Context: an optimization exercise on an open-source flow, tuned for small area. The choices shown serve that exercise and are no tape-out recipe. Where RTL was checked, it was by simulation tests only, not by an equivalence proof against the original. The RTL of run 4 was laid out without a check of its function. Power is estimated from default activity; no workload was simulated.

[run.sh]
#!/bin/bash
# synth_recipe.tcl (not shown) runs the flow's synth.tcl, then flattens the netlist and writes it again
# the make line also repeats each setting of config.mk as NAME=value (left out here)
make -C /OpenROAD-flow-scripts/flow DESIGN_CONFIG=/design/flow/config.mk WORK_HOME=/design/flow/orfs CLKGATE_MAP_FILE= SYNTH_SCRIPT=/design/flow/synth_recipe.tcl finish
[constraint.sdc]
create_clock -name core_clock -period 5.0 [get_ports {clk}]
set_input_delay 1.0000 -clock core_clock [delete_from_list [all_inputs] [get_ports {clk}]]
set_output_delay 1.0000 -clock core_clock [all_outputs]
set_load 0.01 [all_outputs]
[config.mk]
export PLATFORM = sky130hd
export DESIGN_NAME = regfile_clr
export DESIGN_NICKNAME = regfile_clr
export VERILOG_FILES = /design/flow/design.v
export SDC_FILE = /design/flow/constraint.sdc
export NUM_CORES = 4
export LEC_CHECK = 0
export CAP_MARGIN = 20
export CORE_MARGIN = 2
export CORE_UTILIZATION = 40
export SLEW_MARGIN = 20
[design.v]
module regfile_clr #(
    parameter int DATA_W = 32,
    parameter int ADDR_W = 5
) (
    input  logic              clk,
    input  logic              reset,
    input  logic              clear,
    input  logic [ADDR_W-1:0] rd_addr_a,
    input  logic [ADDR_W-1:0] rd_addr_b,
    output logic [DATA_W-1:0] rd_data_a,
    output logic [DATA_W-1:0] rd_data_b,
    input  logic              wr_en,
    input  logic [ADDR_W-1:0] wr_addr,
    input  logic [DATA_W-1:0] wr_data,
    output logic              ready
);
    localparam int DEPTH = 1 << ADDR_W;
    logic              ready_q;    
    logic [ADDR_W-1:0] clr_cnt_q;
    logic              out_en_q;   
    logic [DEPTH-1:0]  sel_a_q, sel_b_q;   
    logic [DATA_W-1:0] mem [DEPTH];
    always_ff @(posedge clk or posedge reset) begin
        if (reset) begin
            ready_q   <= 1'b0;
            clr_cnt_q <= '0;
            out_en_q  <= 1'b0;
        end else begin
            out_en_q <= 1'b1;
            if (ready_q) begin
                if (clear) ready_q <= 1'b0;
            end else begin
                clr_cnt_q <= clr_cnt_q + 1'b1;
                if (clr_cnt_q == ADDR_W'(DEPTH - 1)) ready_q <= 1'b1;
            end
        end
    end
    always_ff @(posedge clk) begin
        for (int i = 0; i < DEPTH; i++) begin
            sel_a_q[i] <= (rd_addr_a == ADDR_W'(i));
            sel_b_q[i] <= (rd_addr_b == ADDR_W'(i));
        end
    end
    logic              wr_ok;
    logic [DATA_W-1:0] wd;
    assign wr_ok = wr_en & ~clear;
    assign wd    = wr_data & {DATA_W{ready_q}};
    always_ff @(posedge clk) begin
        for (int i = 0; i < DEPTH; i++)
            if (!ready_q || (wr_ok && wr_addr == ADDR_W'(i))) mem[i] <= wd;
    end
    logic [DATA_W-1:0] rd_a, rd_b;
    always_comb begin
        rd_a = '0;
        rd_b = '0;
        for (int i = 0; i < DEPTH; i++) begin
            rd_a |= mem[i] & {DATA_W{sel_a_q[i]}};
            rd_b |= mem[i] & {DATA_W{sel_b_q[i]}};
        end
    end
    assign rd_data_a = rd_a & {DATA_W{out_en_q}};
    assign rd_data_b = rd_b & {DATA_W{out_en_q}};
    assign ready = ready_q;
endmodule
==> results of run 1 <==
how the worst min path moves through the flow:
stage / start / to / depth (start not counted)
floorplan: clr_cnt_q[3] / clr_cnt_q[3] / 1
global placement: clr_cnt_q[3] / clr_cnt_q[3] / 1
detailed placement: clr_cnt_q[3] / clr_cnt_q[3] / 1
CTS: clr_cnt_q[3] / clr_cnt_q[3] / 1
global route: clr_cnt_q[3] / clr_cnt_q[3] / 1
finish: clr_cnt_q[3] / clr_cnt_q[3] / 1
per-stage QoR:
stage          hold WS (ns)  setup WS, ns  utilization  std cells
2_1_floorplan         0.438         0.723            -       2839
3_3_place_gp          0.453          1.18        0.435       4310
3_5_place_dp          0.477          1.16        0.435       4310
4_1_cts               0.485         0.606        0.470       4522
5_1_grt               0.506         0.651        0.470       4525
6_report              0.479         0.552        0.470       4527
registers in the layout, summed over array words and instances (netlist names):
| name | flops |
|---|---|
| ready_q | 1 |
| clr_cnt_q | 5 |
| out_en_q | 1 |
| mem | 1024 |
| sel_b_q | 32 |
| sel_a_q | 32 |
kinds of logic (layout without fill, tap and decap cells):
logic type      Yosys count  after routing
xor+xnor                  3              3
compound gates         1120           1120
buf+inv                 214            423
other cells               1              4
fa+ha+maj                 2              2
flops                  1095           1095
mux                       3              3
simple gates            401            401
routing by layer:
layer,vias up,track usage
met5,-,0
met4,2,0.188
met3,548,0.0544
met2,2702,0.446
met1,15900,0.370
li1,12500,-
final cells by class:
cell class	instances	area [um^2]
antenna	3	7.51
clock buffer	128	2910
clock inverter	84	920
fill	9200	57800
inverter	2	7.51
multi-input combinational	1530	11400
sequential	1095	32300
tap	1476	1850
timing repair buffer	209	1990
power groups by stage:
stage | logic (W) | clock network (W) | registers (W)
6_report | 0.00340 | 0.00870 | 0.0164
5_1_grt | 0.00349 | 0.00911 | 0.0168
4_1_cts | 0.00336 | 0.00872 | 0.0163
3_5_place_dp | 0.00336 | 0 | 0.0165
3_3_place_gp | 0.00329 | 0 | 0.0163
2_1_floorplan | 0.00146 | 0 | 0.0159
cells in the final DEF, fill, tap and decap left out, drive strengths merged, types with 2 or more instances in the layout:
master | Yosys | routed
a22oi | 1024 | 1024
and2 | 32 | 32
buf | 69 | 94
bufinv | 0 | 16
clkbuf | 143 | 128
clkdlybuf4s50 | 0 | 115
clkinv | 0 | 58
clkinvlp | 0 | 6
dfrtp | 7 | 7
dfxtp | 64 | 64
diode | 0 | 3
edfxtp | 1024 | 1024
ha | 2 | 2
inv | 2 | 6
mux2 | 2 | 2
nand2 | 8 | 8
nand2b | 13 | 13
nand3 | 4 | 4
nand3b | 8 | 8
nand4 | 256 | 256
nor2 | 68 | 68
o21ai | 32 | 32
o41a | 64 | 64
or2 | 4 | 4
or3 | 2 | 2
or3b | 2 | 2
xnor2 | 3 | 3
==> results.ini, run 1 <==
[sta]
rsz0062_at_grt = false
worst_slew_pin_slew_ns = 1.26
setup_tns_ns = 0
final_max_slew_viol_count = 0
slew-limit-headroom = 0.159
finalHoldViolCount = 0
worst_clock_skew_ns = 0.0253
post-route-min-period_ns = 4.45
finalSetupViolations = 0
tcrit_tclk_final = 0.890
achievable-frequency_mhz = 225

[floorplan]
fp.dieW_um = 336
std_cell_rows = 121
dieHeight_um = 336
ios = 116
initial_utilization = 0.404
dieArea_mm2 = 0.113
placeableCoreArea_mm2 = 0.109

[yosys]
synth_top_cell_area_share = 0.697
syn_nets = 2892
synth_edf_count = 1024
postSynth.topFlopCell = sky130_fd_sc_hd__edfxtp_1
synth.mux.area_fraction = 0.000737
ys_ff_latch = 1095
post_synth_and_or_nand_nor_area_fraction = 0.0529
yosys.area_share.adder = 0.000567
largest_family_of_logic_cells_by_synthesized_area = compound AO/OA/AOI/OAI gates
synth_compound_area_frac = 0.194
synth.largest_area_cell = sky130_fd_sc_hd__edfxtp_1
ys_async_sr_fraction = 0.00639
syn_area_per_cell_um2 = 15.5
synth_seq_area_share = 0.730
ys_warn_count = 2
yosys.area_share.xor_xnor = 0.000595
synthTopCellsByCount = sky130_fd_sc_hd__a22oi_1, sky130_fd_sc_hd__edfxtp_1, sky130_fd_sc_hd__nand4_1
synth.top_cells.by_area = sky130_fd_sc_hd__edfxtp_1, sky130_fd_sc_hd__a22oi_1, sky130_fd_sc_hd__nand4_1, sky130_fd_sc_hd__dfxtp_1, sky130_fd_sc_hd__o41a_1
netlist_instances = 2839
post_synth_num_cell_types = 29
mappedNetlistArea_mm2 = 0.0441

[route]
drtPass1Iterations = 7
wl_met1_mm = 59.1
dr.max_layer_used = met5
vias = 31700
detail_route_met3_wl_mm = 19.4
avgViaCountPerCell = 7.00
ant_nets = 0
post_drt_wl_per_cell_um = 36.5
wl_met2_mm = 74.5
drt_iter0_markers = 5564
totalWireLength_mm = 165
drcViolationCount = 0

[critical_path]
worstReg2RegStart = ready_q
critical_path_cell_count = 4
setup.worst_path.end_class = primary output
ff2ff_setup_slack_ns = 2.56
cpPeakStageDelay_ns = 1.08
setup.worst_path.start = sel_b_q[20]
timing.critical_path.buf_inv = 1
critical_path.slowest_cell = sky130_fd_sc_hd__dfxtp_2
cp-start-kind = flop
required_worst_endpoint_ns = 4.00
critical_path.max_fanout = 32
crit_path_end = rd_data_b[16]
worstPathCellList = a22oi_1 -> nand4_1 -> o41a_1 -> clkdlybuf4s50_1
crit_type = flop to primary output
worst_r2r_endpoint = mem[7][2]
worstPathArrival_ns = 3.45
worst_r2r_path_depth = 2
critical_path.top_delay_family = flip-flops

[clock_tree]
register_clock_pin_slew_on_the_reported_worst_setup_and_hold_paths_ns = 0.06
cts_buffer_count = 112
ctsResizeCount = 0
cts.repair_timing.setup_buffer_count = 0
cts_tree = built
cts.sinks = 1095
clk_latency_ns = 0.72
depth_of_the_cts_h_tree = 3
clockRootBuffer = sky130_fd_sc_hd__clkbuf_16
cts-root-to-sink-buffers = 3
postCtsHoldBufs = 0

[global_routing]
grt_use_total = 0.287
grt_antenna_before_repair = 4
grt_max_degree = 45
grt_pass1_vias = 30800
global_route_wire_length_before_repair_mm = 230
grt_overflow = 0

[power_and_ir_drop]
switching_share_of_power = 0.291
total_design_power_w = 0.0285
share_clk_of_total_power = 0.305
peakVddDrop_uv = 352
cell_internal_pwr_w = 0.0202
sequential_share_of_power = 0.575
p_switching_w = 0.00828
p_leak_nw = 18.1
comb_power_share = 0.119
power.density_cell_area_mw_per_mm2 = 555

[layout]
syn_to_final_growth_pct = 16.4
num-nets-final = 3003
layout.cell_area.non_filler_mm2 = 0.0513
final_layout_size_suffix_gt1_frac = 0.127

[outcome]
status = no timing/DRC/antenna violations

[flow_run]
max_cap_viol_count = 0

[place]
buffer_ports.inserted = 115
postPlaceCellArea_mm2 = 0.0475
finalWeightedCongestion = 0.933
detailedPlacementHpwl_mm = 101

[min_path]
worst_hold_path_type = flop to flop

==> inputs of run 2 (changes only) <==
==> design.v (replaced) <==
module regfile_clr #(
    parameter int DATA_W = 32,
    parameter int ADDR_W = 5
) (
    input  logic              clk,
    input  logic              reset,
    input  logic              clear,
    input  logic [ADDR_W-1:0] rd_addr_a,
    input  logic [ADDR_W-1:0] rd_addr_b,
    output logic [DATA_W-1:0] rd_data_a,
    output logic [DATA_W-1:0] rd_data_b,
    input  logic              wr_en,
    input  logic [ADDR_W-1:0] wr_addr,
    input  logic [DATA_W-1:0] wr_data,
    output logic              ready
);
    localparam int DEPTH = 1 << ADDR_W;
    logic              ready_q;    
    logic [ADDR_W-1:0] clr_cnt_q;
    logic              out_en_q;   
    logic              par_q;      
    logic [DEPTH-1:0]  sel_a_n_q, sel_b_n_q;   
    logic [DATA_W-1:0] mem_q [DEPTH];
    always_ff @(posedge clk or posedge reset) begin
        if (reset) begin
            ready_q   <= 1'b0;
            clr_cnt_q <= '0;
            out_en_q  <= 1'b0;
            par_q     <= 1'b1;
        end else begin
            out_en_q <= 1'b1;
            par_q    <= ~(ready_q & par_q);
            if (ready_q) begin
                if (clear) ready_q <= 1'b0;
            end else begin
                clr_cnt_q <= clr_cnt_q + 1'b1;
                if (clr_cnt_q == ADDR_W'(DEPTH - 1)) ready_q <= 1'b1;
            end
        end
    end
    always_ff @(posedge clk) begin
        for (int i = 0; i < DEPTH; i++) begin
            sel_a_n_q[i] <= (rd_addr_a != ADDR_W'(i));
            sel_b_n_q[i] <= (rd_addr_b != ADDR_W'(i));
        end
    end
    logic              wr_ok;
    logic [DEPTH-1:0]  wr_row, hold_row;
    logic [DATA_W-1:0] col;
    assign wr_ok = wr_en & ~clear;
    assign col   = ~(wr_data ^ {DATA_W{par_q}});
    always_comb begin
        for (int i = 0; i < DEPTH; i++) begin
            wr_row[i]   = ~ready_q | (wr_ok && wr_addr == ADDR_W'(i));
            hold_row[i] = ~ready_q | ~(wr_ok && wr_addr == ADDR_W'(i));
        end
    end
    always_ff @(posedge clk) begin
        for (int i = 0; i < DEPTH; i++)
            mem_q[i] <= ~((mem_q[i] | {DATA_W{wr_row[i]}}) & (col | {DATA_W{hold_row[i]}}));
    end
    logic [DATA_W-1:0] rd_a, rd_b;
    always_comb begin
        rd_a = '0;
        rd_b = '0;
        for (int i = 0; i < DEPTH; i++) begin
            rd_a |= ~(mem_q[i] | {DATA_W{sel_a_n_q[i]}});
            rd_b |= ~(mem_q[i] | {DATA_W{sel_b_n_q[i]}});
        end
    end
    assign rd_data_a = (rd_a ^ {DATA_W{par_q}}) & {DATA_W{out_en_q}};
    assign rd_data_b = (rd_b ^ {DATA_W{par_q}}) & {DATA_W{out_en_q}};
    assign ready     = ready_q;
endmodule
--- a/config.mk
+++ b/config.mk
@@ -8,4 +8,7 @@
 export CAP_MARGIN = 20
 export CORE_MARGIN = 2
 export CORE_UTILIZATION = 40
+export CTS_BUF_LIST = sky130_fd_sc_hd__clkbuf_8
+export CTS_CLUSTER_DIAMETER = 60
+export CTS_CLUSTER_SIZE = 16
 export SLEW_MARGIN = 20
==> results.ini, run 2 <==
[critical_path]
worstPathCellList = buf_4 -> o22ai_1 -> nor4_1 -> nand4_1 -> mux2i_1 -> clkdlybuf4s50_1  ; was a22oi_1 -> nand4_1 -> o41a_1 -> clkdlybuf4s50_1
timing.critical_path.buf_inv = 2  ; was 1
critical_path.max_fanout = 18  ; was 32
critical_path.slowest_cell = sky130_fd_sc_hd__dfxtp_2  ; unchanged
worstPathArrival_ns = 4.03  ; was 3.45 ns
required_worst_endpoint_ns = 4.00  ; about the same
cp-start-kind = flop  ; unchanged
setup.worst_path.end_class = primary output  ; unchanged
critical_path.top_delay_family = simple AND/OR/NAND/NOR gates  ; was flip-flops
crit_type = flop to primary output  ; unchanged
cpPeakStageDelay_ns = 0.82  ; was 1.08 ns

[route]
ant_nets = 0  ; unchanged
totalWireLength_mm = 189  ; was 165 mm
drtPass1Iterations = 6  ; was 7
avgViaCountPerCell = 7.31  ; was 7.00
post_drt_wl_per_cell_um = 33.1  ; was 36.5 um
drcViolationCount = 0  ; unchanged
drt_iter0_markers = 6122  ; was 5564
vias = 41800  ; was 31700

[clock_tree]
register_clock_pin_slew_on_the_reported_worst_setup_and_hold_paths_ns = 0.10  ; was 0.06 ns
cts-root-to-sink-buffers = 3  ; unchanged
depth_of_the_cts_h_tree = 3  ; unchanged
clk_latency_ns = 0.80  ; was 0.72 ns
cts_tree = built  ; unchanged
clockRootBuffer = sky130_fd_sc_hd__clkbuf_8  ; was sky130_fd_sc_hd__clkbuf_16
postCtsHoldBufs = 0  ; unchanged
cts.repair_timing.setup_buffer_count = 0  ; unchanged
cts_buffer_count = 95  ; was 112
ctsResizeCount = 0  ; unchanged
cts.sinks = 1096  ; was 1095

[global_routing]
global_route_wire_length_before_repair_mm = 269  ; was 230 mm
grt_overflow = 0  ; unchanged
grt_antenna_before_repair = 12  ; was 4
grt_use_total = 0.338  ; was 0.287
grt_pass1_vias = 38200  ; was 30800
grt_max_degree = 47  ; was 45

[flow_run]
max_cap_viol_count = 0  ; unchanged

[sta]
finalHoldViolCount = 0  ; unchanged
setup_slack_ns = -0.0254  ; was 0.552 ns
worst_clock_skew_ns = 0.0365  ; was 0.0253 ns
finalSetupViolations = 2  ; was 0
hold_ws_ns = 0.463  ; was 0.479 ns
worst_slew_pin_slew_ns = 1.21  ; was 1.26 ns
tcrit_tclk_final = 1.01  ; was 0.890
final_max_slew_viol_count = 0  ; unchanged
achievable-frequency_mhz = 199  ; was 225 MHz
rsz0062_at_grt = false  ; unchanged
post-route-min-period_ns = 5.03  ; was 4.45 ns
slew-limit-headroom = 0.189  ; was 0.159

[layout]
area.sequential_mm2 = 0.0220  ; was 0.0323 mm^2
fillers = 9783  ; was 9200
final_layout_size_suffix_gt1_frac = 0.128  ; was 0.127
syn_to_final_growth_pct = 12.6  ; was 16.4%
flip_flop_count_of_the_largest_register_after_layout = 1024  ; unchanged
multi_input_comb_area_mm2 = 0.0175  ; was 0.0114 mm^2
mostFrequentLayoutCell = sky130_fd_sc_hd__o22ai_1
layoutNonFillerInstCount = 5716  ; was 4527
layout_common_cells = sky130_fd_sc_hd__o22ai_1, sky130_fd_sc_hd__dfxtp_1, sky130_fd_sc_hd__buf_4, sky130_fd_sc_hd__nor4_1, sky130_fd_sc_hd__clkdlybuf4s50_1  ; was sky130_fd_sc_hd__a22oi_1, sky130_fd_sc_hd__edfxtp_1, sky130_fd_sc_hd__nand4_1, sky130_fd_sc_hd__clkdlybuf4s50_1, sky130_fd_sc_hd__clkbuf_16
num-nets-final = 4321  ; was 3003
largest_register = mem_q  ; was mem
top_regs = mem_q (1024), sel_a_n_q (32), sel_b_n_q (32)  ; was mem (1024), sel_a_q (32), sel_b_q (32)

[place]
numPlacedInstances = 5551  ; was 4310
preCtsSetupSlack_ns = 0.993  ; was 1.16 ns
detailedPlacementHpwl_mm = 120  ; was 101 mm
buffer_ports.inserted = 115  ; unchanged
finalWeightedCongestion = 0.969  ; was 0.933

[power_and_ir_drop]
sequential_share_of_power = 0.514  ; was 0.575
total_design_power_w = 0.0256  ; was 0.0285 W
cell_internal_pwr_w = 0.0162  ; was 0.0202 W
p_switching_w = 0.00941  ; was 0.00828 W
p_leak_nw = 18.0  ; was 18.1 nW
share_clk_of_total_power = 0.226  ; was 0.305
power.density_cell_area_mw_per_mm2 = 547  ; was 555 mW/mm^2
switching_share_of_power = 0.368  ; was 0.291
comb_power_share = 0.260  ; was 0.119
peakVddDrop_uv = 311  ; was 352 uV

[yosys]
synth.largest_area_cell = sky130_fd_sc_hd__dfxtp_1  ; was sky130_fd_sc_hd__edfxtp_1
postSynth.topFlopCell = sky130_fd_sc_hd__dfxtp_1  ; was sky130_fd_sc_hd__edfxtp_1
synth_top_cell_area_share = 0.524  ; was 0.697
ys_ff_latch = 1096  ; was 1095
yosysMostFrequentCell = sky130_fd_sc_hd__o22ai_1
syn_nets = 4351  ; was 2892
synth.top_cells.by_area = sky130_fd_sc_hd__dfxtp_1, sky130_fd_sc_hd__o22ai_1, sky130_fd_sc_hd__nor4_1, sky130_fd_sc_hd__clkbuf_1, sky130_fd_sc_hd__mux2i_1  ; was sky130_fd_sc_hd__edfxtp_1, sky130_fd_sc_hd__a22oi_1, sky130_fd_sc_hd__nand4_1, sky130_fd_sc_hd__dfxtp_1, sky130_fd_sc_hd__o41a_1
mappedNetlistArea_mm2 = 0.0415  ; was 0.0441 mm^2
syn_area_per_cell_um2 = 9.67  ; was 15.5 um^2
ys_warn_count = 2  ; unchanged
netlist_instances = 4298  ; was 2839
synth_edf_count = 0  ; was 1024
ys_async_sr_fraction = 0.00730  ; was 0.00639
synth_seq_area_share = 0.529  ; was 0.730
post_synth_num_cell_types = 38  ; was 29
synthTopCellsByCount = sky130_fd_sc_hd__o22ai_1, sky130_fd_sc_hd__dfxtp_1, sky130_fd_sc_hd__clkbuf_1  ; was sky130_fd_sc_hd__a22oi_1, sky130_fd_sc_hd__edfxtp_1, sky130_fd_sc_hd__nand4_1

[floorplan]
fp.dieW_um = 326  ; was 336 um
std_cell_rows = 118  ; was 121
ios = 116  ; unchanged
placeableCoreArea_mm2 = 0.103  ; was 0.109 mm^2
dieHeight_um = 326  ; was 336 um
dieArea_mm2 = 0.106  ; was 0.113 mm^2
initial_utilization = 0.403  ; was 0.404

[outcome]
checkFailReasons = setup timing
status = complete, but fails checks  ; was no timing/DRC/antenna violations

[min_path]
worst_hold_path_type = flop to flop  ; unchanged

-- run 2: changes by cell type after synthesis, sizes merged, moves of 52 or more --
| cell | change |
|---|---|
| o22ai | +2048 |
| a22oi | -1024 |
| dfxtp | +1024 |
| edfxtp | -1024 |
| nor4 | +257 |
| clkbuf | +226 |
| nand4 | -191 |
| nand2 | +104 |
| buf | +79 |
| o41a | -64 |
| mux2i | +63 |
| nor2 | -52 |
-- run 2: final timing paths --
kind | start | endpoint | slack [ns] | cells after the start
worst max-delay path | sel_b_n_q[27] | rd_data_b[23] | -0.03 | 6
worst min-delay path | mem_q[28][20] | mem_q[28][20] | 0.46 | 1
worst max register to register | ready_q | mem_q[5][27] | 2.39 | 4
worst min register to register | mem_q[28][20] | mem_q[28][20] | 0.46 | 1
max in group asynchronous | reset | ready_q | 4.07 | 2
min in group asynchronous | reset | out_en_q | 0.53 | 2
-- run 2: kinds of logic (layout without fill, tap and decap cells) --
group,Yosys count,after routing,share of synthesized area
other,1,9,0.0000903
XOR/XNOR,35,35,0.00738
buffers and inverters,519,549,0.0595
AND/OR/NAND/NOR,498,498,0.0695
flip-flops,1096,1096,0.529
adder cells (fa/ha/maj),2,2,0.000602
AO/OA/AOI/OAI,2081,2081,0.318
multiplexers,66,66,0.0160
-- run 2: power groups by stage --
stage	Sequential (W)	Combinational, W	Clock (W)
finish	0.0132	0.00665	0.00579
global route	0.0134	0.00687	0.00615
CTS	0.0131	0.00638	0.00581
detailed placement	0.0132	0.00638	0
global placement	0.0132	0.00628	0
floorplan	0.0127	0.00405	0
-- run 2: metrics by stage --
step | cell area [um^2] | utilization | TNS (ns)
floorplan | 41500 | - | 0
global placement | 44700 | 0.433 | 0
detailed placement | 44700 | 0.433 | 0
CTS | 46700 | 0.453 | 0
global route | 46800 | 0.453 | 0
finish | 46800 | 0.453 | -0.0264
-- run 2: cell type report --
| class | count | share of cell area |
|---|---|---|
| Sequential cell | 1096 | 0.471 |
| Clock buffer | 108 | 0.0318 |
| Clock inverter | 49 | 0.0124 |
| Multi-Input combinational cell | 2683 | 0.374 |
| Timing Repair Buffer | 390 | 0.0733 |
| Tap cell | 1380 | 0.0369 |
| Inverter | 2 | 0.000160 |
| Antenna cell | 8 | 0.000428 |
-- run 2: layer usage --
| layer | routed length (um) | GRT usage | vias up | share of wire |
|---|---|---|---|---|
| li1 | - | - | 17500 | - |
| met2 | 77400 | 0.485 | 3429 | 0.41 |
| met4 | 9040 | 0.134 | 6 | 0.048 |
| met3 | 28600 | 0.130 | 730 | 0.15 |
| met5 | 30 | 0 | - | 0.00016 |
| met1 | 74400 | 0.454 | 20100 | 0.39 |
==> inputs of run 3 (changes only) <==
==> flow/run.sh (new file) <==
#!/bin/bash
# Own layout flow: the standard flow (standard synthesis unchanged), with the port buffers
# made from the smallest buffer and clock tree synthesis without dummy loads.
set -euo pipefail
export BUFFER_PORTS_ARGS="-buffer_cell sky130_fd_sc_hd__buf_1"
export CTS_ARGS="-sink_clustering_enable -repair_clock_nets -sink_clustering_size 28 -sink_clustering_max_diameter 80 -buf_list sky130_fd_sc_hd__clkbuf_16 -dont_use_dummy_load"
bash standard.sh > standard_flow.log 2>&1
==> standard.sh (new file) <==
#!/bin/bash
# synth_recipe.tcl (not shown) runs the flow's synth.tcl, then flattens the netlist and writes it again
# the make line also repeats each setting of config.mk as NAME=value (left out here)
make -C /OpenROAD-flow-scripts/flow DESIGN_CONFIG=/design/flow/config.mk WORK_HOME=/design/flow/orfs CLKGATE_MAP_FILE= SYNTH_SCRIPT=/design/flow/synth_recipe.tcl "${@:-finish}"
--- a/config.mk
+++ b/config.mk
@@ -8,7 +8,7 @@
 export CAP_MARGIN = 20
 export CORE_MARGIN = 2
 export CORE_UTILIZATION = 40
-export CTS_BUF_LIST = sky130_fd_sc_hd__clkbuf_8
-export CTS_CLUSTER_DIAMETER = 60
-export CTS_CLUSTER_SIZE = 16
+export CTS_BUF_LIST = sky130_fd_sc_hd__clkbuf_16
+export CTS_CLUSTER_DIAMETER = 80
+export CTS_CLUSTER_SIZE = 28
 export SLEW_MARGIN = 20
removed: run.sh
==> results.ini, run 3 <==
[sta]
post-route-min-period_ns = 4.80  ; was 5.03 ns
finalSetupViolations = 0  ; was 2
tcrit_tclk_final = 0.961  ; was 1.01
hold_ws_ns = 0.324  ; was 0.463 ns
worst_clock_skew_ns = 0.0722  ; was 0.0365 ns
finalHoldViolCount = 0  ; unchanged
setup_tns_ns = 0  ; was -0.0264 ns
rsz0062_at_grt = false  ; unchanged
worst_slew_pin_slew_ns = 1.24  ; was 1.21 ns
final_max_slew_viol_count = 0  ; unchanged
achievable-frequency_mhz = 208  ; was 199 MHz
slew-limit-headroom = 0.174  ; was 0.189

[yosys]
mappedNetlistArea_mm2 = 0.0415  ; unchanged
syn_nets = 4351  ; unchanged
synth.top_cells.by_area = sky130_fd_sc_hd__dfxtp_1, sky130_fd_sc_hd__o22ai_1, sky130_fd_sc_hd__nor4_1, sky130_fd_sc_hd__clkbuf_1, sky130_fd_sc_hd__mux2i_1  ; unchanged
yosysMostFrequentCell = sky130_fd_sc_hd__o22ai_1  ; unchanged
synthTopCellsByCount = sky130_fd_sc_hd__o22ai_1, sky130_fd_sc_hd__dfxtp_1, sky130_fd_sc_hd__clkbuf_1  ; unchanged
netlist_instances = 4298  ; unchanged
synth_edf_count = 0  ; unchanged
ys_async_sr_fraction = 0.00730  ; unchanged
synth_top_cell_area_share = 0.524  ; unchanged
post_synth_num_cell_types = 38  ; unchanged
postSynth.topFlopCell = sky130_fd_sc_hd__dfxtp_1  ; unchanged
synth.largest_area_cell = sky130_fd_sc_hd__dfxtp_1  ; unchanged
syn_area_per_cell_um2 = 9.67  ; unchanged
ys_ff_latch = 1096  ; unchanged
ys_warn_count = 2  ; unchanged
synth_seq_area_share = 0.529  ; unchanged

[route]
totalWireLength_mm = 196  ; was 189 mm
avgViaCountPerCell = 7.50  ; was 7.31
vias = 42000  ; was 41800
post_drt_wl_per_cell_um = 34.9  ; was 33.1 um
drcViolationCount = 0  ; unchanged
drtPass1Iterations = 8  ; was 6
ant_nets = 0  ; unchanged
drt_iter0_markers = 7554  ; was 6122

[clock_tree]
postCtsHoldBufs = 0  ; unchanged
depth_of_the_cts_h_tree = 2  ; was 3
cts.sinks = 1096  ; unchanged
cts_buffer_count = 50  ; was 95
cts-root-to-sink-buffers = 3  ; unchanged
cts.repair_timing.setup_buffer_count = 0  ; unchanged
clk_latency_ns = 0.67  ; was 0.80 ns
cts_tree = built  ; unchanged
register_clock_pin_slew_on_the_reported_worst_setup_and_hold_paths_ns = 0.11  ; was 0.10 ns
ctsResizeCount = 0  ; unchanged
clockRootBuffer = sky130_fd_sc_hd__clkbuf_16  ; was sky130_fd_sc_hd__clkbuf_8

[floorplan]
dieHeight_um = 326  ; unchanged
placeableCoreArea_mm2 = 0.103  ; unchanged
std_cell_rows = 118  ; unchanged
dieArea_mm2 = 0.106  ; unchanged
fp.dieW_um = 326  ; unchanged
initial_utilization = 0.403  ; unchanged
ios = 116  ; unchanged

[outcome]
status = no timing/DRC/antenna violations  ; was complete, but fails checks

[power_and_ir_drop]
total_design_power_w = 0.0243  ; was 0.0256 W
p_leak_nw = 17.3  ; was 18.0 nW
peakVddDrop_uv = 270  ; was 311 uV
power.density_cell_area_mw_per_mm2 = 537  ; was 547 mW/mm^2

[critical_path]
critical_path.top_delay_family = simple AND/OR/NAND/NOR gates  ; unchanged
crit_type = flop to primary output  ; unchanged
timing.critical_path.buf_inv = 2  ; unchanged
cpPeakStageDelay_ns = 1.01  ; was 0.82 ns
required_worst_endpoint_ns = 4.00  ; about the same
cp-start-kind = flop  ; unchanged
worstPathArrival_ns = 3.80  ; was 4.03 ns
critical_path.max_fanout = 9  ; was 18
worstPathCellList = buf_4 -> o22ai_1 -> nor4_1 -> nand4_1 -> mux2i_1 -> buf_1  ; was buf_4 -> o22ai_1 -> nor4_1 -> nand4_1 -> mux2i_1 -> clkdlybuf4s50_1
critical_path.slowest_cell = sky130_fd_sc_hd__nor4_1  ; was sky130_fd_sc_hd__dfxtp_2
setup.worst_path.end_class = primary output  ; unchanged

[place]
detailedPlacementHpwl_mm = 127  ; was 120 mm
buffer_ports.inserted = 115  ; unchanged
finalWeightedCongestion = 0.974  ; was 0.969
numPlacedInstances = 5548  ; was 5551
postPlaceCellArea_mm2 = 0.0439  ; was 0.0447 mm^2

[global_routing]
grt_use_total = 0.349  ; was 0.338
grt_overflow = 0  ; unchanged
grt_max_degree = 47  ; unchanged
grt_antenna_before_repair = 14  ; was 12
grt_pass1_vias = 38700  ; was 38200
global_route_wire_length_before_repair_mm = 276  ; was 269 mm

[layout]
mostFrequentLayoutCell = sky130_fd_sc_hd__o22ai_1  ; unchanged
num-nets-final = 4276  ; was 4321
final_layout_size_suffix_gt1_frac = 0.111  ; was 0.128
layout.cell_area.non_filler_mm2 = 0.0453  ; was 0.0468 mm^2
syn_to_final_growth_pct = 8.98  ; was 12.6%
layout_common_cells = sky130_fd_sc_hd__o22ai_1, sky130_fd_sc_hd__dfxtp_1, sky130_fd_sc_hd__buf_4, sky130_fd_sc_hd__nor4_1, sky130_fd_sc_hd__buf_1  ; was sky130_fd_sc_hd__o22ai_1, sky130_fd_sc_hd__dfxtp_1, sky130_fd_sc_hd__buf_4, sky130_fd_sc_hd__nor4_1, sky130_fd_sc_hd__clkdlybuf4s50_1
flip_flop_count_of_the_largest_register_after_layout = 1024  ; unchanged
largest_register = mem_q  ; unchanged
layoutNonFillerInstCount = 5604  ; was 5716
top_regs = mem_q (1024), sel_a_n_q (32), sel_b_n_q (32)  ; unchanged

[min_path]
worst_hold_path_type = primary input to asynchronous set/reset pin  ; was flop to flop

[flow_run]
max_cap_viol_count = 0  ; unchanged

## run 3: cell counts after synthesis
No cell type changed its count.
## run 3: path summary, 6_finish.rpt
check	start	endpoint	slack [ns]	cells after the start
setup / recovery	sel_a_n_q[26]	rd_data_a[17]	0.20	6
hold / removal	reset	out_en_q	0.32	2
setup reg to reg	ready_q	mem_q[6][7]	2.21	6
hold reg to reg	mem_q[29][24]	mem_q[29][24]	0.46	1
max in group asynchronous	reset	ready_q	4.20	2
min in group core_clock	mem_q[29][24]	mem_q[29][24]	0.46	1
## run 3: kinds of logic (layout without fill, tap and decap cells)
family,count (synthesis),after routing,synth area share
AND/OR/NAND/NOR,498,498,0.0695
buffers and inverters,519,442,0.0595
adder cells (fa/ha/maj),2,2,0.000602
AO/OA/AOI/OAI,2081,2081,0.318
multiplexers,66,66,0.0160
other,1,4,0.0000903
flip-flops,1096,1096,0.529
XOR/XNOR,35,35,0.00738
## run 3: power by group
part	total [W]	switching, W	internal (W)
Clock	0.00462	0.00283	0.00179
Sequential	0.0132	0.00200	0.0112
Combinational	0.00650	0.00421	0.00230
## run 3: worst register-to-register path, stage by stage (launching register included)
cell                       delay [ns]
sky130_fd_sc_hd__dfrtp_4         0.40
sky130_fd_sc_hd__nand2b_1        0.12
sky130_fd_sc_hd__nor3b_4         0.18
sky130_fd_sc_hd__buf_4           0.38
sky130_fd_sc_hd__nand2_1         0.85
sky130_fd_sc_hd__buf_4           0.57
sky130_fd_sc_hd__o22ai_1         0.20
## run 3: cell type report
cell class | instances | area, um^2
repair buffers | 390 | 2700
flip-flops and latches | 1096 | 22000
multi-input cells | 2683 | 17500
clock buffers | 50 | 1250
diodes | 3 | 7.51
fillers | 9979 | 57900
inverters | 2 | 7.51
well taps | 1380 | 1730
## run 3: per-stage QoR
| stage | setup WS [ns] | util |
|---|---|---|
| 2_1_floorplan | 2.44 | - |
| 3_3_place_gp | 0.948 | 0.425 |
| 3_5_place_dp | 1.02 | 0.426 |
| 4_1_cts | 0.290 | 0.438 |
| 5_1_grt | 0.130 | 0.439 |
| 6_report | 0.196 | 0.439 |
## run 3: layer usage
layer / wire [um] / GRT usage
met1: 73300 / 0.454
met2: 79000 / 0.497
met3: 31000 / 0.139
met4: 12400 / 0.181
met5: 148 / 0.00311
==> inputs of run 4 (changes only) <==
--- a/design.v
+++ b/design.v
@@ -19,7 +19,8 @@
     logic [ADDR_W-1:0] clr_cnt_q;
     logic              out_en_q;   
     logic              par_q;      
-    logic [DEPTH-1:0]  sel_a_n_q, sel_b_n_q;   
+    logic [ADDR_W-1:0] ra_q, rb_q;             
+    logic [DEPTH-1:0]  sel_a_n, sel_b_n;       
     logic [DATA_W-1:0] mem_q [DEPTH];
     always_ff @(posedge clk or posedge reset) begin
         if (reset) begin
@@ -39,9 +40,13 @@
         end
     end
     always_ff @(posedge clk) begin
+        ra_q <= rd_addr_a;
+        rb_q <= rd_addr_b;
+    end
+    always_comb begin
         for (int i = 0; i < DEPTH; i++) begin
-            sel_a_n_q[i] <= (rd_addr_a != ADDR_W'(i));
-            sel_b_n_q[i] <= (rd_addr_b != ADDR_W'(i));
+            sel_a_n[i] = (ra_q != ADDR_W'(i));
+            sel_b_n[i] = (rb_q != ADDR_W'(i));
         end
     end
     logic              wr_ok;
@@ -55,20 +60,52 @@
             hold_row[i] = ~ready_q | ~(wr_ok && wr_addr == ADDR_W'(i));
         end
     end
+    logic [DATA_W-1:0] mem_d [DEPTH];
+    for (genvar i = 0; i < DEPTH; i++) begin : g_row
+        regfile_clr_wrrow #(.DATA_W(DATA_W)) u_wr (
+            .q(mem_q[i]), .wr(wr_row[i]), .hold(hold_row[i]), .col(col), .d(mem_d[i])
+        );
+    end
     always_ff @(posedge clk) begin
-        for (int i = 0; i < DEPTH; i++)
-            mem_q[i] <= ~((mem_q[i] | {DATA_W{wr_row[i]}}) & (col | {DATA_W{hold_row[i]}}));
+        for (int i = 0; i < DEPTH; i++) mem_q[i] <= mem_d[i];
     end
-    logic [DATA_W-1:0] rd_a, rd_b;
+    logic [DEPTH*DATA_W-1:0] mem_flat;
     always_comb begin
-        rd_a = '0;
-        rd_b = '0;
-        for (int i = 0; i < DEPTH; i++) begin
-            rd_a |= ~(mem_q[i] | {DATA_W{sel_a_n_q[i]}});
-            rd_b |= ~(mem_q[i] | {DATA_W{sel_b_n_q[i]}});
-        end
+        for (int i = 0; i < DEPTH; i++) mem_flat[i*DATA_W +: DATA_W] = mem_q[i];
     end
-    assign rd_data_a = (rd_a ^ {DATA_W{par_q}}) & {DATA_W{out_en_q}};
-    assign rd_data_b = (rd_b ^ {DATA_W{par_q}}) & {DATA_W{out_en_q}};
+    regfile_clr_rdport #(.DATA_W(DATA_W), .DEPTH(DEPTH)) u_rd_a (
+        .mem(mem_flat), .sel_n(sel_a_n), .par(par_q), .en(out_en_q), .rd_data(rd_data_a)
+    );
+    regfile_clr_rdport #(.DATA_W(DATA_W), .DEPTH(DEPTH)) u_rd_b (
+        .mem(mem_flat), .sel_n(sel_b_n), .par(par_q), .en(out_en_q), .rd_data(rd_data_b)
+    );
     assign ready     = ready_q;
 endmodule
+module regfile_clr_rdport #(
+    parameter int DATA_W = 32,
+    parameter int DEPTH  = 32
+) (
+    input  logic [DEPTH*DATA_W-1:0] mem,
+    input  logic [DEPTH-1:0]        sel_n,
+    input  logic                    par,
+    input  logic                    en,
+    output logic [DATA_W-1:0]       rd_data
+);
+    logic [DATA_W-1:0] rd;
+    always_comb begin
+        rd = '0;
+        for (int i = 0; i < DEPTH; i++) rd |= ~(mem[i*DATA_W +: DATA_W] | {DATA_W{sel_n[i]}});
+    end
+    assign rd_data = (rd ^ {DATA_W{par}}) & {DATA_W{en}};
+endmodule
+module regfile_clr_wrrow #(
+    parameter int DATA_W = 32
+) (
+    input  logic [DATA_W-1:0] q,
+    input  logic              wr,
+    input  logic              hold,
+    input  logic [DATA_W-1:0] col,
+    output logic [DATA_W-1:0] d
+);
+    assign d = ~((q | {DATA_W{wr}}) & (col | {DATA_W{hold}}));
+endmodule
--- a/config.mk
+++ b/config.mk
@@ -12,3 +12,5 @@
 export CTS_CLUSTER_DIAMETER = 80
 export CTS_CLUSTER_SIZE = 28
 export SLEW_MARGIN = 20
+export SYNTH_HIERARCHICAL = 1
+export SYNTH_MINIMUM_KEEP_SIZE = 0
==> results.ini, run 4 <==
[power_and_ir_drop]
peakVddDrop_uv = 491  ; was 270 uV
p_leak_nw = 16.7  ; was 17.3 nW
power.density_cell_area_mw_per_mm2 = 539  ; was 537 mW/mm^2

[place]
numPlacedInstances = 5439  ; was 5548
finalWeightedCongestion = 0.982  ; was 0.974
buffer_ports.inserted = 115  ; unchanged
detailedPlacementHpwl_mm = 123  ; was 127 mm

[critical_path]
worstReg2RegStart = ready_q  ; unchanged
ff2ff_setup_slack_ns = 2.17  ; was 2.21 ns
crit_path_end = rd_data_b[7]  ; was rd_data_a[17]
crit_type = flop to primary output  ; unchanged
required_worst_endpoint_ns = 4.00  ; about the same
critical_path.max_fanout = 15  ; was 9
worstPathArrival_ns = 4.02  ; was 3.80 ns
setup.worst_path.start = rb_q[0]  ; was sel_a_n_q[26]
worst_r2r_path_depth = 4  ; was 6
cp-start-kind = flop  ; unchanged
worst_r2r_endpoint = mem_q[31][13]  ; was mem_q[6][7]
setup.worst_path.end_class = primary output  ; unchanged

[yosys]
synth.largest_area_cell = sky130_fd_sc_hd__dfxtp_1  ; unchanged
synth_top_cell_area_share = 0.506  ; was 0.524
synth_edf_count = 0  ; unchanged
synth_seq_area_share = 0.511  ; was 0.529
synthTopCellsByCount = sky130_fd_sc_hd__o22ai_1, sky130_fd_sc_hd__dfxtp_1, sky130_fd_sc_hd__nor4_1  ; was sky130_fd_sc_hd__o22ai_1, sky130_fd_sc_hd__dfxtp_1, sky130_fd_sc_hd__clkbuf_1
ys_ff_latch = 1042  ; was 1096
postSynth.topFlopCell = sky130_fd_sc_hd__dfxtp_1  ; unchanged
netlist_instances = 4141  ; was 4298
ys_warn_count = 11  ; was 2
ys_async_sr_fraction = 0.00768  ; was 0.00730
syn_nets = 4194  ; was 4351
yosysMostFrequentCell = sky130_fd_sc_hd__o22ai_1  ; unchanged
post_synth_num_cell_types = 42  ; was 38
mappedNetlistArea_mm2 = 0.0409  ; was 0.0415 mm^2
syn_area_per_cell_um2 = 9.87  ; was 9.67 um^2
synth.top_cells.by_area = sky130_fd_sc_hd__dfxtp_1, sky130_fd_sc_hd__o22ai_1, sky130_fd_sc_hd__nor4_1, sky130_fd_sc_hd__buf_6, sky130_fd_sc_hd__buf_2  ; was sky130_fd_sc_hd__dfxtp_1, sky130_fd_sc_hd__o22ai_1, sky130_fd_sc_hd__nor4_1, sky130_fd_sc_hd__clkbuf_1, sky130_fd_sc_hd__mux2i_1

[layout]
largest_register = mem_q  ; unchanged
final_layout_size_suffix_gt1_frac = 0.0934  ; was 0.111
fillers = 9858  ; was 9979
layoutNonFillerInstCount = 5489  ; was 5604
num-nets-final = 4175  ; was 4276
mostFrequentLayoutCell = sky130_fd_sc_hd__o22ai_1  ; unchanged
flip_flop_count_of_the_largest_register_after_layout = 1024  ; unchanged
syn_to_final_growth_pct = 8.10  ; was 8.98%
layout_common_cells = sky130_fd_sc_hd__o22ai_1, sky130_fd_sc_hd__dfxtp_1, sky130_fd_sc_hd__nor4_1, sky130_fd_sc_hd__buf_4, sky130_fd_sc_hd__buf_1  ; was sky130_fd_sc_hd__o22ai_1, sky130_fd_sc_hd__dfxtp_1, sky130_fd_sc_hd__buf_4, sky130_fd_sc_hd__nor4_1, sky130_fd_sc_hd__buf_1

[sta]
post-route-min-period_ns = 5.02  ; was 4.80 ns
hold_ws_ns = 0.264  ; was 0.324 ns
worst_clock_skew_ns = 0.0769  ; was 0.0722 ns
final_max_slew_viol_count = 0  ; unchanged
achievable-frequency_mhz = 199  ; was 208 MHz
finalSetupViolations = 1  ; was 0
finalHoldViolCount = 0  ; unchanged
rsz0062_at_grt = false  ; unchanged
tcrit_tclk_final = 1.00  ; was 0.961
slew-limit-headroom = 0.161  ; was 0.174
worst_slew_pin_slew_ns = 1.25  ; was 1.24 ns
setup_slack_ns = -0.0249  ; was 0.196 ns

[clock_tree]
clockRootBuffer = sky130_fd_sc_hd__clkbuf_16  ; unchanged
cts_buffer_count = 47  ; was 50
depth_of_the_cts_h_tree = 2  ; unchanged
clk_latency_ns = 0.68  ; was 0.67 ns
register_clock_pin_slew_on_the_reported_worst_setup_and_hold_paths_ns = 0.11  ; about the same
cts-root-to-sink-buffers = 3  ; unchanged
cts.sinks = 1042  ; was 1096
cts_tree = built  ; unchanged

[floorplan]
dieHeight_um = 324  ; was 326 um
ios = 116  ; unchanged
std_cell_rows = 117  ; was 118
fp.dieW_um = 324  ; was 326 um
initial_utilization = 0.402  ; was 0.403
dieArea_mm2 = 0.105  ; was 0.106 mm^2
placeableCoreArea_mm2 = 0.102  ; was 0.103 mm^2

[route]
avgViaCountPerCell = 7.66  ; was 7.50
post_drt_wl_per_cell_um = 36.0  ; was 34.9 um
ant_nets = 0  ; unchanged
drt_iter0_markers = 6981  ; was 7554
vias = 42100  ; was 42000
drtPass1Iterations = 9  ; was 8
totalWireLength_mm = 197  ; was 196 mm
drcViolationCount = 0  ; unchanged

[global_routing]
grt_overflow = 0  ; unchanged
global_route_wire_length_before_repair_mm = 278  ; was 276 mm
gr-usage-met3 = 0.145  ; was 0.139
grt_max_degree = 33  ; was 47
use_met1 = 0.449  ; was 0.454
groute.layer.met2.usage = 0.512  ; was 0.497
grt_pass1_vias = 38900  ; was 38700
gr-max-usage-layer = met2  ; unchanged
grt_antenna_before_repair = 5  ; was 14
grt_use_total = 0.362  ; was 0.349

[outcome]
status = complete, but fails checks  ; was no timing/DRC/antenna violations
checkFailReasons = setup timing

[min_path]
worst_hold_path_type = primary input to asynchronous set/reset pin  ; unchanged

[flow_run]
max_cap_viol_count = 0  ; unchanged

[run 4: cell types whose count changed after synthesis, sizes merged, moves of 5 or more]
cell     before   now
nand2       112    99
buf         148   384
nand3         6     0
nor2         16     2
nor3          8     2
clkbuf      369    44
dfxtp      1088  1034
nand4bb       0     6
and4b         0     5
and4bb        0     6
[run 4: final cells by class]
class / count / area (um^2) / share of cell area
Timing Repair Buffer: 360 / 2800 / 0.0633
Sequential cell: 1042 / 20900 / 0.473
Multi-Input combinational cell: 2669 / 17600 / 0.398
Inverter: 2 / 7.51 / 0.000170
Tap cell: 1368 / 1710 / 0.0387
Clock buffer: 47 / 1180 / 0.0266
Antenna cell: 1 / 2.50 / 0.0000566
[run 4: how the worst min path moves through the flow]
stage                  startpoint       endpoint  slack [ns]  cells past startpoint
finish                      reset   clr_cnt_q[0]        0.26                      2
global route                reset   clr_cnt_q[3]        0.31                      2
CTS                         reset   clr_cnt_q[0]        0.27                      2
global placement    mem_q[17][10]  mem_q[17][10]        0.45                      1
detailed placement  mem_q[29][30]  mem_q[29][30]        0.46                      1
floorplan            clr_cnt_q[3]   clr_cnt_q[3]        0.44                      1
[run 4: worst max-delay path, stage by stage, from the launching register on]
cell,delay [ns]
sky130_fd_sc_hd__dfxtp_1,0.35
sky130_fd_sc_hd__and2_1,0.28
sky130_fd_sc_hd__nand2_1,0.65
sky130_fd_sc_hd__buf_4,0.41
sky130_fd_sc_hd__o22ai_1,0.16
sky130_fd_sc_hd__nor4_1,0.80
sky130_fd_sc_hd__nand4_1,0.31
sky130_fd_sc_hd__mux2i_1,0.23
sky130_fd_sc_hd__buf_1,0.17
[run 4: stage by stage]
step / instance area, um^2 / setup slack (ns) / util / TNS (ns) / total power, W
floorplan: 40900 / 2.29 / - / 0 / 0.0166
global placement: 43000 / 0.833 / 0.423 / 0 / 0.0191
detailed placement: 43000 / 0.823 / 0.423 / 0 / 0.0193
CTS: 44200 / 0.183 / 0.435 / 0 / 0.0234
global route: 44200 / 0.00632 / 0.435 / 0 / 0.0246
finish: 44200 / -0.0249 / 0.435 / -0.0249 / 0.0238
[run 4: cell families (layout without fill, tap and decap cells)]
family / Yosys count / count (layout) / synth area share
fa+ha+maj: 2 / 2 / 0.000612
other cells: 1 / 2 / 0.0000917
buf+inv: 430 / 409 / 0.0746
xor+xnor: 35 / 35 / 0.00750
simple gates: 484 / 484 / 0.0724
compound gates: 2080 / 2080 / 0.317
flops: 1042 / 1042 / 0.511
mux: 67 / 67 / 0.0165
[run 4: repair_timing]
item                       4_1_cts  5_1_grt
resized for setup                0        3
hold endpoints to repair         0        0
hold buffers                     0        0
setup endpoints to repair        0        3
setup buffers                    0        0
[run 4: routing by layer]
metal | part of all wire | up-vias
met1 | 0.36 | 20000
met4 | 0.082 | 6
li1 | - | 17200
met3 | 0.16 | 983
met5 | 0.00021 | -
met2 | 0.40 | 3872
[run 4: where the power goes]
part / leakage, nW / total [W] / switching [W] / internal, W
clock network: 0.579 / 0.00436 / 0.00267 / 0.00169
logic: 7.65 / 0.00680 / 0.00426 / 0.00254
registers: 8.49 / 0.0127 / 0.00191 / 0.0108
==> inputs of run 5 (changes only) <==
--- a/design.v
+++ b/design.v
@@ -17,19 +17,17 @@
     localparam int DEPTH = 1 << ADDR_W;
     logic              ready_q;    
     logic [ADDR_W-1:0] clr_cnt_q;
-    logic              out_en_q;   
     logic              par_q;      
-    logic [ADDR_W-1:0] ra_q, rb_q;             
+    logic [3:0]        ra_lo_q, rb_lo_q;
+    logic [DEPTH/4-1:0] ra_hi_q, rb_hi_q;
     logic [DEPTH-1:0]  sel_a_n, sel_b_n;       
     logic [DATA_W-1:0] mem_q [DEPTH];
     always_ff @(posedge clk or posedge reset) begin
         if (reset) begin
             ready_q   <= 1'b0;
             clr_cnt_q <= '0;
-            out_en_q  <= 1'b0;
-            par_q     <= 1'b1;
+            par_q     <= 1'b0;
         end else begin
-            out_en_q <= 1'b1;
             par_q    <= ~(ready_q & par_q);
             if (ready_q) begin
                 if (clear) ready_q <= 1'b0;
@@ -40,13 +38,26 @@
         end
     end
     always_ff @(posedge clk) begin
-        ra_q <= rd_addr_a;
-        rb_q <= rd_addr_b;
+        for (int j = 0; j < 4; j++) begin
+            ra_lo_q[j] <= (rd_addr_a[1:0] == 2'(j));
+            rb_lo_q[j] <= (rd_addr_b[1:0] == 2'(j));
+        end
+    end
+    always_ff @(posedge clk or posedge reset) begin
+        if (reset) begin
+            ra_hi_q <= '0;
+            rb_hi_q <= '0;
+        end else begin
+            for (int g = 0; g < DEPTH / 4; g++) begin
+                ra_hi_q[g] <= (rd_addr_a[ADDR_W-1:2] == (ADDR_W-2)'(g));
+                rb_hi_q[g] <= (rd_addr_b[ADDR_W-1:2] == (ADDR_W-2)'(g));
+            end
+        end
     end
     always_comb begin
         for (int i = 0; i < DEPTH; i++) begin
-            sel_a_n[i] = (ra_q != ADDR_W'(i));
-            sel_b_n[i] = (rb_q != ADDR_W'(i));
+            sel_a_n[i] = ~(ra_hi_q[i / 4] & ra_lo_q[i % 4]);
+            sel_b_n[i] = ~(rb_hi_q[i / 4] & rb_lo_q[i % 4]);
         end
     end
     logic              wr_ok;
@@ -74,10 +85,10 @@
         for (int i = 0; i < DEPTH; i++) mem_flat[i*DATA_W +: DATA_W] = mem_q[i];
     end
     regfile_clr_rdport #(.DATA_W(DATA_W), .DEPTH(DEPTH)) u_rd_a (
-        .mem(mem_flat), .sel_n(sel_a_n), .par(par_q), .en(out_en_q), .rd_data(rd_data_a)
+        .mem(mem_flat), .sel_n(sel_a_n), .par(par_q), .rd_data(rd_data_a)
     );
     regfile_clr_rdport #(.DATA_W(DATA_W), .DEPTH(DEPTH)) u_rd_b (
-        .mem(mem_flat), .sel_n(sel_b_n), .par(par_q), .en(out_en_q), .rd_data(rd_data_b)
+        .mem(mem_flat), .sel_n(sel_b_n), .par(par_q), .rd_data(rd_data_b)
     );
     assign ready     = ready_q;
 endmodule
@@ -88,7 +99,6 @@
     input  logic [DEPTH*DATA_W-1:0] mem,
     input  logic [DEPTH-1:0]        sel_n,
     input  logic                    par,
-    input  logic                    en,
     output logic [DATA_W-1:0]       rd_data
 );
     logic [DATA_W-1:0] rd;
@@ -96,7 +106,7 @@
         rd = '0;
         for (int i = 0; i < DEPTH; i++) rd |= ~(mem[i*DATA_W +: DATA_W] | {DATA_W{sel_n[i]}});
     end
-    assign rd_data = (rd ^ {DATA_W{par}}) & {DATA_W{en}};
+    assign rd_data = rd ^ {DATA_W{par}};
 endmodule
 module regfile_clr_wrrow #(
     parameter int DATA_W = 32
--- a/config.mk
+++ b/config.mk
@@ -7,7 +7,7 @@
 export LEC_CHECK = 0
 export CAP_MARGIN = 20
 export CORE_MARGIN = 2
-export CORE_UTILIZATION = 40
+export CORE_UTILIZATION = 50
 export CTS_BUF_LIST = sky130_fd_sc_hd__clkbuf_16
 export CTS_CLUSTER_DIAMETER = 80
 export CTS_CLUSTER_SIZE = 28
==> results.ini, run 5 <==
[outcome]
status = no timing/DRC/antenna violations  ; was complete, but fails checks

[sta]
slew-limit-headroom = 0.145  ; was 0.161
post-route-min-period_ns = 4.95  ; was 5.02 ns
finalHoldViolCount = 0  ; unchanged
final_max_slew_viol_count = 0  ; unchanged
rsz0062_at_grt = false  ; unchanged
worst_clock_skew_ns = 0.0338  ; was 0.0769 ns
tcrit_tclk_final = 0.990  ; was 1.00
setup_tns_ns = 0  ; was -0.0249 ns
finalSetupViolations = 0  ; was 1
achievable-frequency_mhz = 202  ; was 199 MHz
worst_slew_pin_slew_ns = 1.28  ; was 1.25 ns

[layout]
layout_common_cells = sky130_fd_sc_hd__o22ai_1, sky130_fd_sc_hd__dfxtp_1, sky130_fd_sc_hd__nor4_1, sky130_fd_sc_hd__buf_4, sky130_fd_sc_hd__buf_1  ; unchanged
final_layout_size_suffix_gt1_frac = 0.0988  ; was 0.0934
largest_register = mem_q  ; unchanged
layoutNonFillerInstCount = 5236  ; was 5489
syn_to_final_growth_pct = 7.16  ; was 8.10%
mostFrequentLayoutCell = sky130_fd_sc_hd__o22ai_1  ; unchanged
top_regs = mem_q (1024), ra_hi_q (8), rb_hi_q (8)
num-nets-final = 4216  ; was 4175
flip_flop_count_of_the_largest_register_after_layout = 1024  ; unchanged

[global_routing]
grt_antenna_before_repair = 14  ; was 5
grt_use_total = 0.440  ; was 0.362
gr-usage-met3 = 0.167  ; was 0.145
grt_max_degree = 41  ; was 33
gr-max-usage-layer = met2  ; unchanged
grt_overflow = 0  ; unchanged
groute.layer.met2.usage = 0.616  ; was 0.512
use_met1 = 0.564  ; was 0.449
global_route_wire_length_before_repair_mm = 275  ; was 278 mm
grt_pass1_vias = 38500  ; was 38900

[clock_tree]
cts_buffer_count = 47  ; unchanged
ctsResizeCount = 0  ; unchanged
cts-root-to-sink-buffers = 3  ; unchanged
depth_of_the_cts_h_tree = 2  ; unchanged
cts_tree = built  ; unchanged
cts.repair_timing.setup_buffer_count = 0  ; unchanged
register_clock_pin_slew_on_the_reported_worst_setup_and_hold_paths_ns = 0.11  ; about the same
postCtsHoldBufs = 0  ; unchanged
clk_latency_ns = 0.67  ; was 0.68 ns
clockRootBuffer = sky130_fd_sc_hd__clkbuf_16  ; unchanged
cts.sinks = 1055  ; was 1042

[floorplan]
std_cell_rows = 105  ; was 117
fp.dieW_um = 291  ; was 324 um
ios = 116  ; unchanged
dieHeight_um = 291  ; was 324 um
dieArea_mm2 = 0.0846  ; was 0.105 mm^2
initial_utilization = 0.503  ; was 0.402
placeableCoreArea_mm2 = 0.0817  ; was 0.102 mm^2

[route]
drtPass1Iterations = 9  ; unchanged
totalWireLength_mm = 196  ; was 197 mm
post_drt_wl_per_cell_um = 37.3  ; was 36.0 um
drcViolationCount = 0  ; unchanged
drt_iter0_markers = 7171  ; was 6981
vias = 42100  ; about the same
avgViaCountPerCell = 8.05  ; was 7.66
ant_nets = 0  ; unchanged

[flow_run]
max_cap_viol_count = 0  ; unchanged

[yosys]
post_synth_num_cell_types = 41  ; was 42
mappedNetlistArea_mm2 = 0.0411  ; was 0.0409 mm^2
synth.top_cells.by_area = sky130_fd_sc_hd__dfxtp_1, sky130_fd_sc_hd__o22ai_1, sky130_fd_sc_hd__nor4_1, sky130_fd_sc_hd__buf_6, sky130_fd_sc_hd__buf_2  ; unchanged
ys_warn_count = 11  ; unchanged
synth.largest_area_cell = sky130_fd_sc_hd__dfxtp_1  ; unchanged
ys_async_sr_fraction = 0.0218  ; was 0.00768
syn_nets = 4201  ; was 4194
synth_top_cell_area_share = 0.502  ; was 0.506
yosysMostFrequentCell = sky130_fd_sc_hd__o22ai_1  ; unchanged
netlist_instances = 4148  ; was 4141
synth_seq_area_share = 0.516  ; was 0.511
synth_edf_count = 0  ; unchanged
syn_area_per_cell_um2 = 9.91  ; was 9.87 um^2
synthTopCellsByCount = sky130_fd_sc_hd__o22ai_1, sky130_fd_sc_hd__dfxtp_1, sky130_fd_sc_hd__nor4_1  ; unchanged
ys_ff_latch = 1055  ; was 1042
postSynth.topFlopCell = sky130_fd_sc_hd__dfxtp_1  ; unchanged

[min_path]
worst_hold_path_type = primary input to asynchronous set/reset pin  ; unchanged

[place]
finalWeightedCongestion = 1.02  ; was 0.982
numPlacedInstances = 5182  ; was 5439
detailedPlacementHpwl_mm = 122  ; was 123 mm
buffer_ports.inserted = 115  ; unchanged

[critical_path]
worstPathArrival_ns = 3.95  ; was 4.02 ns
cp-start-kind = flop  ; unchanged
required_worst_endpoint_ns = 4.00  ; about the same
critical_path.max_fanout = 23  ; was 15
worst_r2r_path_depth = 4  ; unchanged
setup.worst_path.end_class = primary output  ; unchanged
crit_type = flop to primary output  ; unchanged

[power_and_ir_drop]
power.density_cell_area_mw_per_mm2 = 551  ; was 539 mW/mm^2
peakVddDrop_uv = 419  ; was 491 uV
p_leak_nw = 16.6  ; was 16.7 nW

## run 5: layer usage
metal,routed length (um),vias to the layer above
li1,-,17200
met1,71200,20000
met2,77200,3900
met4,16300,12
met3,30700,1011
met5,97,-
## run 5: worst max-delay path, stage by stage (launching register included)
cell and delay, ns:
sky130_fd_sc_hd__dfxtp_1 0.42, sky130_fd_sc_hd__nand2_1 0.50, sky130_fd_sc_hd__buf_4 0.46, sky130_fd_sc_hd__o22ai_1 0.18
sky130_fd_sc_hd__nor4_1 0.91, sky130_fd_sc_hd__nand4_1 0.44, sky130_fd_sc_hd__xor2_1 0.22, sky130_fd_sc_hd__buf_1 0.17
## run 5: metrics by stage
step	cell area (um^2)	hold slack, ns	utilization	total power (W)	setup slack [ns]
2_1_floorplan	41100	0.439	-	0.0169	2.35
3_3_place_gp	42800	0.453	0.524	0.0195	1.08
3_5_place_dp	42800	0.461	0.524	0.0196	1.11
4_1_cts	44000	0.473	0.539	0.0238	0.414
5_1_grt	44100	0.266	0.539	0.0250	0.168
6_report	44100	0.249	0.539	0.0243	0.0482
## run 5: path summary, 6_finish.rpt
check	end	startpoint	slack, ns
hold reg to reg	mem_q[31][27]	mem_q[31][27]	0.48
setup reg to reg	mem_q[0][1]	ready_q	2.50
min in group core_clock	mem_q[31][27]	mem_q[31][27]	0.48
setup / recovery	rd_data_b[30]	rb_lo_q[0]	0.05
hold / removal	clr_cnt_q[4]	reset	0.25
max in group asynchronous	ready_q	reset	4.30
## run 5: cell families (layout without fill, tap and decap cells)
kind of cell	after synthesis	after routing	synth area share
AOI/OAI and AO/OA	2080	2080	0.315
xor gates and xnor gates	99	99	0.0211
adders and majority gates	2	2	0.000608
buffers and inverters	428	441	0.0742
DFF	1055	1055	0.516
muxes	3	3	0.000791
other	0	5	0
and+or+nand+nor	481	481	0.0715
## run 5: cell type report
cell class / instances / area (um^2)
diodes: 5 / 12.5
clock buffers: 47 / 1180
fillers: 7464 / 37700
inverters: 2 / 7.51
multi-input cells: 2665 / 17500
flip-flops and latches: 1055 / 21200
well taps: 1070 / 1340
repair buffers: 392 / 2800
## run 5: report_power, final
group,internal [W],switching (W),total [W],leakage [nW]
clock network,0.00169,0.00271,0.00440,0.579
logic,0.00261,0.00443,0.00704,7.33
registers,0.0109,0.00199,0.0129,8.68
total,0.0152,0.00913,0.0243,16.6
==> inputs of run 6 (changes only) <==
--- a/config.mk
+++ b/config.mk
@@ -7,7 +7,7 @@
 export LEC_CHECK = 0
 export CAP_MARGIN = 20
 export CORE_MARGIN = 2
-export CORE_UTILIZATION = 50
+export CORE_UTILIZATION = 40
 export CTS_BUF_LIST = sky130_fd_sc_hd__clkbuf_16
 export CTS_CLUSTER_DIAMETER = 80
 export CTS_CLUSTER_SIZE = 28
==> results.ini, run 6 <==
[floorplan]
ios = 116  ; unchanged
std_cell_rows = 117  ; was 105
placeableCoreArea_mm2 = 0.102  ; was 0.0817 mm^2
dieArea_mm2 = 0.105  ; was 0.0846 mm^2
fp.dieW_um = 325  ; was 291 um
initial_utilization = 0.404  ; was 0.503

[critical_path]
crit_type = flop to primary output  ; unchanged
cp-start-kind = flop  ; unchanged
worst_r2r_endpoint = mem_q[5][6]  ; was mem_q[0][1]
critical_path.max_fanout = 13  ; was 23
critical_path.slowest_cell = sky130_fd_sc_hd__nor4_1  ; unchanged
worstPathCellList = nand2_1 -> o22ai_1 -> nor4_1 -> nand4_1 -> xor2_1 -> buf_1  ; was nand2_1 -> buf_4 -> o22ai_1 -> nor4_1 -> nand4_1 -> xor2_1 -> buf_1
setup.worst_path.end_class = primary output  ; unchanged
ff2ff_setup_slack_ns = 1.86  ; was 2.50 ns
timing.critical_path.buf_inv = 1  ; was 2
worstPathArrival_ns = 3.83  ; was 3.95 ns
worstReg2RegStart = ready_q  ; unchanged

[place]
buffer_ports.inserted = 115  ; unchanged
finalWeightedCongestion = 1.01  ; was 1.02
preCtsSetupSlack_ns = 1.16  ; was 1.11 ns

[yosys]
ys_ff_latch = 1055  ; unchanged
syn_area_per_cell_um2 = 9.91  ; unchanged
syn_nets = 4201  ; unchanged
ys_warn_count = 11  ; unchanged
synth_seq_area_share = 0.516  ; unchanged
yosysMostFrequentCell = sky130_fd_sc_hd__o22ai_1  ; unchanged
netlist_instances = 4148  ; unchanged
synth_top_cell_area_share = 0.502  ; unchanged
synth.largest_area_cell = sky130_fd_sc_hd__dfxtp_1  ; unchanged

[sta]
final_max_slew_viol_count = 0  ; unchanged
post-route-min-period_ns = 4.83  ; was 4.95 ns
worst_slew_pin_slew_ns = 1.23  ; was 1.28 ns
achievable-frequency_mhz = 207  ; was 202 MHz
setup_slack_ns = 0.174  ; was 0.0482 ns
tcrit_tclk_final = 0.965  ; was 0.990
rsz0062_at_grt = false  ; unchanged
finalHoldViolCount = 0  ; unchanged
worst_clock_skew_ns = 0.0707  ; was 0.0338 ns
setup_tns_ns = 0  ; unchanged

[global_routing]
global_route_wire_length_before_repair_mm = 274  ; was 275 mm
grt_overflow = 0  ; unchanged
grt_use_total = 0.349  ; was 0.440
grt_pass1_vias = 38400  ; was 38500

[route]
ant_nets = 0  ; unchanged
post_drt_wl_per_cell_um = 35.3  ; was 37.3 um
drcViolationCount = 0  ; unchanged
drt_iter0_markers = 6693  ; was 7171
avgViaCountPerCell = 7.57  ; was 8.05
vias = 41600  ; was 42100
drtPass1Iterations = 9  ; unchanged

[layout]
mostFrequentLayoutCell = sky130_fd_sc_hd__o22ai_1  ; unchanged
top_regs = mem_q (1024), ra_hi_q (8), rb_hi_q (8)  ; unchanged
syn_to_final_growth_pct = 7.29  ; was 7.16%
largest_register = mem_q  ; unchanged
fillers = 10000  ; was 7464
final_layout_size_suffix_gt1_frac = 0.0980  ; was 0.0988
num-nets-final = 4178  ; was 4216
flip_flop_count_of_the_largest_register_after_layout = 1024  ; unchanged

[clock_tree]
clk_latency_ns = 0.68  ; was 0.67 ns
cts.repair_timing.setup_buffer_count = 0  ; unchanged
clockRootBuffer = sky130_fd_sc_hd__clkbuf_16  ; unchanged
cts_tree = built  ; unchanged
cts.sinks = 1055  ; unchanged
cts_buffer_count = 47  ; unchanged

[power_and_ir_drop]
peakVddDrop_uv = 396  ; was 419 uV
p_leak_nw = 16.4  ; was 16.6 nW
total_design_power_w = 0.0241  ; was 0.0243 W

[min_path]
min_from = clr_cnt_q[3]
timing.hold.worst_endpoint = clr_cnt_q[3]

[flow_run]
max_cap_viol_count = 0  ; unchanged

[outcome]
status = no timing/DRC/antenna violations  ; unchanged

==> run 6: cell families (layout without fill, tap and decap cells) <==
logic type	after synthesis	in the layout	synth area share
adder cells (fa/ha/maj)	2	2	0.000608
AO/OA/AOI/OAI	2080	2080	0.315
other	0	1	0
XOR/XNOR	99	99	0.0211
buffers and inverters	428	403	0.0742
flip-flops	1055	1055	0.516
AND/OR/NAND/NOR	481	481	0.0715
multiplexers	3	3	0.000791
==> run 6: metal layers <==
| layer | wire length [um] | track usage | vias to the layer above |
|---|---|---|---|
| met5 | 69 | 0 | - |
| met4 | 17600 | 0.251 | 8 |
| met3 | 26600 | 0.0985 | 978 |
| met2 | 78800 | 0.505 | 3691 |
| met1 | 70600 | 0.444 | 19800 |
| li1 | - | - | 17100 |
==> run 6: worst max-delay path by stage <==
stage,to,slack (ns),start,cells after the start
final,rd_data_a[31],0.17,ra_hi_q[0],6
after global routing,rd_data_a[31],0.25,ra_hi_q[0],6
after CTS,rd_data_a[12],0.47,ra_hi_q[2],7
after detailed placement,rd_data_b[24],1.16,rb_lo_q[3],6
after global placement,rd_data_b[24],1.14,rb_hi_q[5],6
after floorplan,mem_q[0][0],2.35,wr_data[0],2
==> run 6: worst register-to-register path: stages, from the launching register on <==
cell and delay, ns:
sky130_fd_sc_hd__dfrtp_4 0.40, sky130_fd_sc_hd__buf_4 0.76, sky130_fd_sc_hd__nor4bb_4 0.33, sky130_fd_sc_hd__buf_4 0.31
sky130_fd_sc_hd__nand2_1 0.60, sky130_fd_sc_hd__buf_4 0.50, sky130_fd_sc_hd__o22ai_1 0.20
==> run 6: cell type report <==
| class | count | area, um^2 | area share |
|---|---|---|---|
| flip-flops and latches | 1055 | 21200 | 0.481 |
| multi-input cells | 2665 | 17600 | 0.398 |
| repair buffers | 354 | 2400 | 0.0544 |
| well taps | 1368 | 1710 | 0.0388 |
| clock buffers | 47 | 1180 | 0.0267 |
| inverters | 2 | 7.51 | 0.000170 |
| diodes | 1 | 2.50 | 0.0000567 |
==> run 6: where the power goes <==
group / switching [W] / internal (W)
clock: 0.00272 / 0.00169
combinational: 0.00432 / 0.00255
sequential: 0.00200 / 0.0109
total: 0.00903 / 0.0151
==> run 6: through the flow <==
stage | utilization | hold WS (ns) | std cells | area [um^2]
6_report | 0.433 | 0.473 | 5492 | 44100
3_3_place_gp | 0.421 | 0.454 | 5444 | 42900
5_1_grt | 0.433 | 0.483 | 5491 | 44100
4_1_cts | 0.433 | 0.473 | 5491 | 44100
2_1_floorplan | - | 0.439 | 4148 | 41100
3_5_place_dp | 0.421 | 0.459 | 5444 | 42900

port drivers added, routing unchanged:
How much do the figures lean on ideal ports? The routed layouts below were timed once more, with nothing changed but the port constraints. Step 1 sets driving cells, clkbuf_16 on the clock port and buf_2 on the other inputs (assumed; they add their load-dependent delay and slew). Step 2 moves the port delays by t, midway between the first and last clock arrival at a register: inputs arrive t later, outputs are due t later. That takes back most of the time a late clock gives input paths. a / b / c = ideal / step 1 / step 2; a / b = the first two.
| run | t (ns) | setup slack, ns | hold slack, ns | worst data-port slew with drivers (ns) | pins driven straight from the clock port |
|---|---|---|---|---|---|
| run 1 | 0.782 | 0.552 / 0.478 / 1.116 | 0.479 / 0.479 / 0.479 | 0.10 | 1 |
| run 2 | 0.843 | -0.025 / -0.091 / 0.752 | 0.463 / 0.463 / 0.463 | 0.10 | 1 |
| run 3 | 0.719 | 0.196 / 0.119 / 0.838 | 0.324 / 0.267 / 0.460 | 0.21 | 1 |
| run 4 | 0.700 | -0.025 / -0.095 / 0.605 | 0.264 / 0.213 / 0.469 | 0.04 | 1 |
| run 5 | 0.714 | 0.048 / -0.023 / 0.690 | 0.249 / 0.198 / 0.475 | 0.14 | 1 |
| run 6 | 0.715 | 0.174 / 0.102 / 0.817 | 0.473 / 0.465 / 0.473 | 0.10 | 1 |
